Background: an optimization exercise with open tools, aiming at small area. Do not read the settings as production practice.
Function was checked by simulation only, so behaviour that the tests miss may differ from the original.
No activity file was given, so power comes from the tool's default toggle rates.

==> flow/design.v <==
`timescale 1ns/1ps
`default_nettype none
package ahb_slave_pkg;
	typedef enum logic [1:0] {IDLE = 2'b00, BUSY = 2'b01, NONSEQ = 2'b10, SEQ = 2'b11} htrans_e;
	typedef enum logic [2:0] {
		BYTE     = 3'b000,
		HALFWORD = 3'b001,
		WORD     = 3'b010,
		DWORD    = 3'b011,
		LINE4    = 3'b100,
		LINE8    = 3'b101,
		LINE16   = 3'b110,
		LINE32   = 3'b111   
	} hsize_e;
	typedef enum logic [3:0] {
		REG_RESERVED = 4'd0,
		REG_BASE0 = 4'd1,
		REG_SIZE0 = 4'd2,
		REG_BASE1 = 4'd3,
		REG_SIZE1 = 4'd4,
		REG_BASE2 = 4'd5,
		REG_SIZE2 = 4'd6,
		REG_BASE3 = 4'd7,
		REG_SIZE3 = 4'd8
	} cfg_reg_e;
	typedef enum logic [1:0] {RESP_OKAY, RESP_ERR_FIRST, RESP_ERR_SECOND} resp_state_e;
	typedef enum logic [1:0] {OKAY = 2'b00, ERROR = 2'b10} hresp_e;
	typedef struct packed {
		logic [32-1:0] base;
		logic [32-1:0] size;
	} slave_window_t;
endpackage
`default_nettype wire
`timescale 1ns/1ps
`default_nettype none
module ahb_slave_top (
	input wire Hclk,
	input wire Hresetn,
	input wire [1:0] Htrans,
	input wire [2:0] Hsize,
	input wire Hreadyin,
	input wire [32-1:0] Hwdata,
	input wire [32-1:0] Haddr,
	input wire Hwrite,
	input wire Hreadyout_in,
	output logic [1:0] Hresp,
	output logic Hreadyout,
	output logic [4-1:0] Pselx_out,
	output logic valid,
	output logic [32-1:0] config_reg_data
);
	function automatic logic maj(input logic x, input logic y, input logic z);
		maj = (x & y) | (x & z) | (y & z);
	endfunction
	function automatic logic ge32(input logic [31:0] a, input logic [31:0] nb);
		logic c;
		c = 1'b1;
		for (int i = 0; i < 32; i++)
			c = maj(a[i], nb[i], c);   
		ge32 = c;
	endfunction
	function automatic logic lt_sum(input logic [31:0] a, input logic [31:0] nb,
		input logic [31:0] ns);
		logic [31:0] x;   
		logic [32:0] y;   
		logic c;          
		y[0] = 1'b1;
		for (int i = 0; i < 32; i++)
		begin
			x[i] = nb[i] ^ ns[i] ^ a[i];
			y[i+1] = maj(nb[i], ns[i], a[i]);
		end
		c = 1'b1;
		for (int i = 0; i < 32; i++)
			c = maj(x[i], y[i], c);
		lt_sum = !(c & y[32]);
	endfunction
	logic act;         
	logic cfg_hit;     
	logic bad_size;    
	logic misal;       
	logic seq_err;     
	logic [3:0] a4;
	assign act = Htrans[1];
	assign a4 = Haddr[3:0];
	assign cfg_hit = ~|Haddr[31:4] & (~Haddr[3] | ~|Haddr[2:0]);
	assign bad_size = Hsize[2] | (Hsize[1] & Hsize[0]);
	assign misal = ~cfg_hit & ((Hsize == 3'd1 & Haddr[0]) | (Hsize == 3'd2 & |Haddr[1:0]));
	logic acc;         
	logic cwa;         
	logic x_idle;      
	logic [8:1] x_sel;   
	logic [2:0] x_size;
	logic x_write;
	logic x_err;       
	assign seq_err = (Htrans == ahb_slave_pkg::SEQ) &&
		(x_idle || (Hsize != x_size) || (Hwrite != x_write));
	always_ff @(posedge Hclk or negedge Hresetn)
	begin
		if (!Hresetn)
		begin
			acc <= 1'b0;
			cwa <= 1'b0;
			x_idle <= 1'b1;
			x_sel <= '0;
		end
		else
		begin
			acc <= Hreadyin && act;
			cwa <= Hreadyin && act && Hwrite && cfg_hit;
			if (Hreadyin)
			begin
				x_idle <= (Htrans == ahb_slave_pkg::IDLE);
				for (int j = 1; j <= 8; j++)
					x_sel[j] <= act && cfg_hit && (a4 == 4'(j));
			end
		end
	end
	always_ff @(posedge Hclk)
	begin
		if (Hreadyin)
		begin
			x_size <= Hsize;
			x_write <= Hwrite;
			x_err <= bad_size || misal || seq_err;
		end
	end
	logic sec_q;
	logic active_d;
	logic first;
	logic resp_active;
	assign first = !sec_q && acc && !active_d && x_err;
	assign resp_active = first || sec_q;
	always_ff @(posedge Hclk or negedge Hresetn)
	begin
		if (!Hresetn)
		begin
			sec_q <= 1'b0;
			active_d <= 1'b0;
		end
		else
		begin
			sec_q <= first;
			active_d <= resp_active;
		end
	end
	assign Hresp = resp_active ? ahb_slave_pkg::ERROR : ahb_slave_pkg::OKAY;
	assign Hreadyout = !first && (sec_q || cwa || Hreadyout_in);
	logic [31:0] nbase [4];
	logic [31:0] nsize [4];
	logic [31:0] rd_mux;
	localparam logic [31:0] RST_BASE0 = 'h8000_0000;
	localparam logic [31:0] RST_BASE1 = 'h8400_0000;
	localparam logic [31:0] RST_BASE2 = 'h8800_0000;
	localparam logic [31:0] RST_BASE3 = 'h8C00_0000;
	localparam logic [127:0] RST_BASE = {RST_BASE3, RST_BASE2, RST_BASE1, RST_BASE0};
	localparam logic [31:0] RST_SIZE = 'h0000_03FF;
	genvar k;
	generate
		for (k = 0; k < 4; k++)
		begin : g_win
			always_ff @(posedge Hclk or negedge Hresetn)
			begin
				if (!Hresetn)
				begin
					nbase[k] <= ~RST_BASE[32*k +: 32];
					nsize[k] <= ~RST_SIZE;
				end
				else if (cwa)
				begin
					if (x_sel[2*k+1])
						nbase[k] <= ~Hwdata;
					if (x_sel[2*k+2])
						nsize[k] <= ~Hwdata;
				end
			end
			assign Pselx_out[k] = ge32(Haddr, nbase[k]) && lt_sum(Haddr, nbase[k], nsize[k]);
		end
	endgenerate
	always_comb
	begin
		rd_mux = '0;
		for (int j = 0; j < 4; j++)
			rd_mux = rd_mux | ({32{x_sel[2*j+1] && !x_write}} & ~nbase[j]) |
				({32{x_sel[2*j+2] && !x_write}} & ~nsize[j]);
	end
	assign config_reg_data = rd_mux;
	assign valid = Hreadyin && act && !resp_active && !(cfg_hit && Hwrite);
endmodule
`default_nettype wire
==> flow/config.mk <==
export PLATFORM = sky130hd
export DESIGN_NAME = ahb_slave_top
export DESIGN_NICKNAME = ahb_slave_top
export VERILOG_FILES = /design/flow/design.v
export SDC_FILE = /design/flow/constraint.sdc
export NUM_CORES = 4
export LEC_CHECK = 0
export CAP_MARGIN = 20
export CORE_MARGIN = 2
export CORE_UTILIZATION = 75
export CTS_BUF_LIST = sky130_fd_sc_hd__clkbuf_8
export CTS_CLUSTER_DIAMETER = 60
export CTS_CLUSTER_SIZE = 16
export SLEW_MARGIN = 20
==> flow/constraint.sdc <==
create_clock -name core_clock -period 10.0 [get_ports {Hclk}]
set_input_delay 2.0000 -clock core_clock [delete_from_list [all_inputs] [get_ports {Hclk}]]
set_output_delay 2.0000 -clock core_clock [all_outputs]
set_load 0.01 [all_outputs]
standard.sh (not shown) runs the stock make flow with config.mk's settings and CLKGATE_MAP_FILE= SYNTH_SCRIPT=/design/flow/synth_recipe.tcl, a recipe that flattens the netlist after the stock synthesis.
==> flow/flow/run.sh <==
#!/bin/bash
# The standard layout with two changes:
# - synthesis maps the logic with an area-oriented ABC script
#   (flow/abc_area_map.script: choice computation and mapping with the delay
#   relaxed) in place of ORFS's speed script; every other synthesis step,
#   and so every register, is the standard one;
# - the port buffers are plain buf_1 cells (buffer_ports otherwise picks a
#   clock delay buffer for every port).
set -euo pipefail
rm -rf scripts_area
cp -r "$FLOW_HOME/scripts" scripts_area
cp flow/abc_area_map.script scripts_area/abc_speed.script
SCRIPTS_DIR="$PWD/scripts_area" bash standard.sh synth > synth.log 2>&1
export BUFFER_PORTS_ARGS="-buffer_cell sky130_fd_sc_hd__buf_1"
bash standard.sh > standard.log 2>&1
==> flow/flow/abc_area_map.script <==
&get -n
&st
&dch -f
&nf -p -R 1000
&st
&dch -f
&nf -p -R 1000
&put
The first run completed with no timing, DRC or antenna violations.
Change:
==> flow/flow/run.sh (replaced) <==
#!/bin/bash
# The standard layout, with plain buf_1 cells as the port buffers
# (buffer_ports otherwise picks a clock delay buffer for every port).
set -euo pipefail
export BUFFER_PORTS_ARGS="-buffer_cell sky130_fd_sc_hd__buf_1"
bash standard.sh > standard.log 2>&1
removed: flow/flow/abc_area_map.script
Effect:
- The new run completed with no timing, DRC or antenna violations
- sequential power stays flat
- hold slack is better by 29 ps
- power goes up by 5.6%
- first-iteration DRC count climbs by 32%
- core utilization falls by 1.3 points
- cell area increases by 7.0%

afterwards: timing with drivers on the ports:
In the flow no input, the clock included, has a driving cell. The finished layouts below were timed again as built, in two steps.
Step 1 assumes that a clkbuf_16 drives the clock port and a buf_2 every other input.
Step 2 times the ports against the registers' clock, not the clock port: input delays grow and output delays shrink by t, the midpoint of the rising clock arrivals with the driver on.
a / b / c = ideal ports / drivers / drivers and shift; a / b = the first two.
| run | t, ns | setup WS [ns] | hold WS [ns] | worst register clock-pin slew, ns |
|---|---|---|---|---|
| the first run | 0.627 | 0.687 / 0.636 / 0.636 | 0.434 / 0.434 / 0.434 | 0.11 / 0.11 |
| the second run | 0.625 | 2.230 / 2.201 / 2.201 | 0.463 / 0.463 / 0.463 | 0.11 / 0.11 |
After both steps every run listed still meets setup and hold. The setup slack of the first run, which loses most, moves by -0.051 ns with the drivers and by -0.051 ns with both steps.
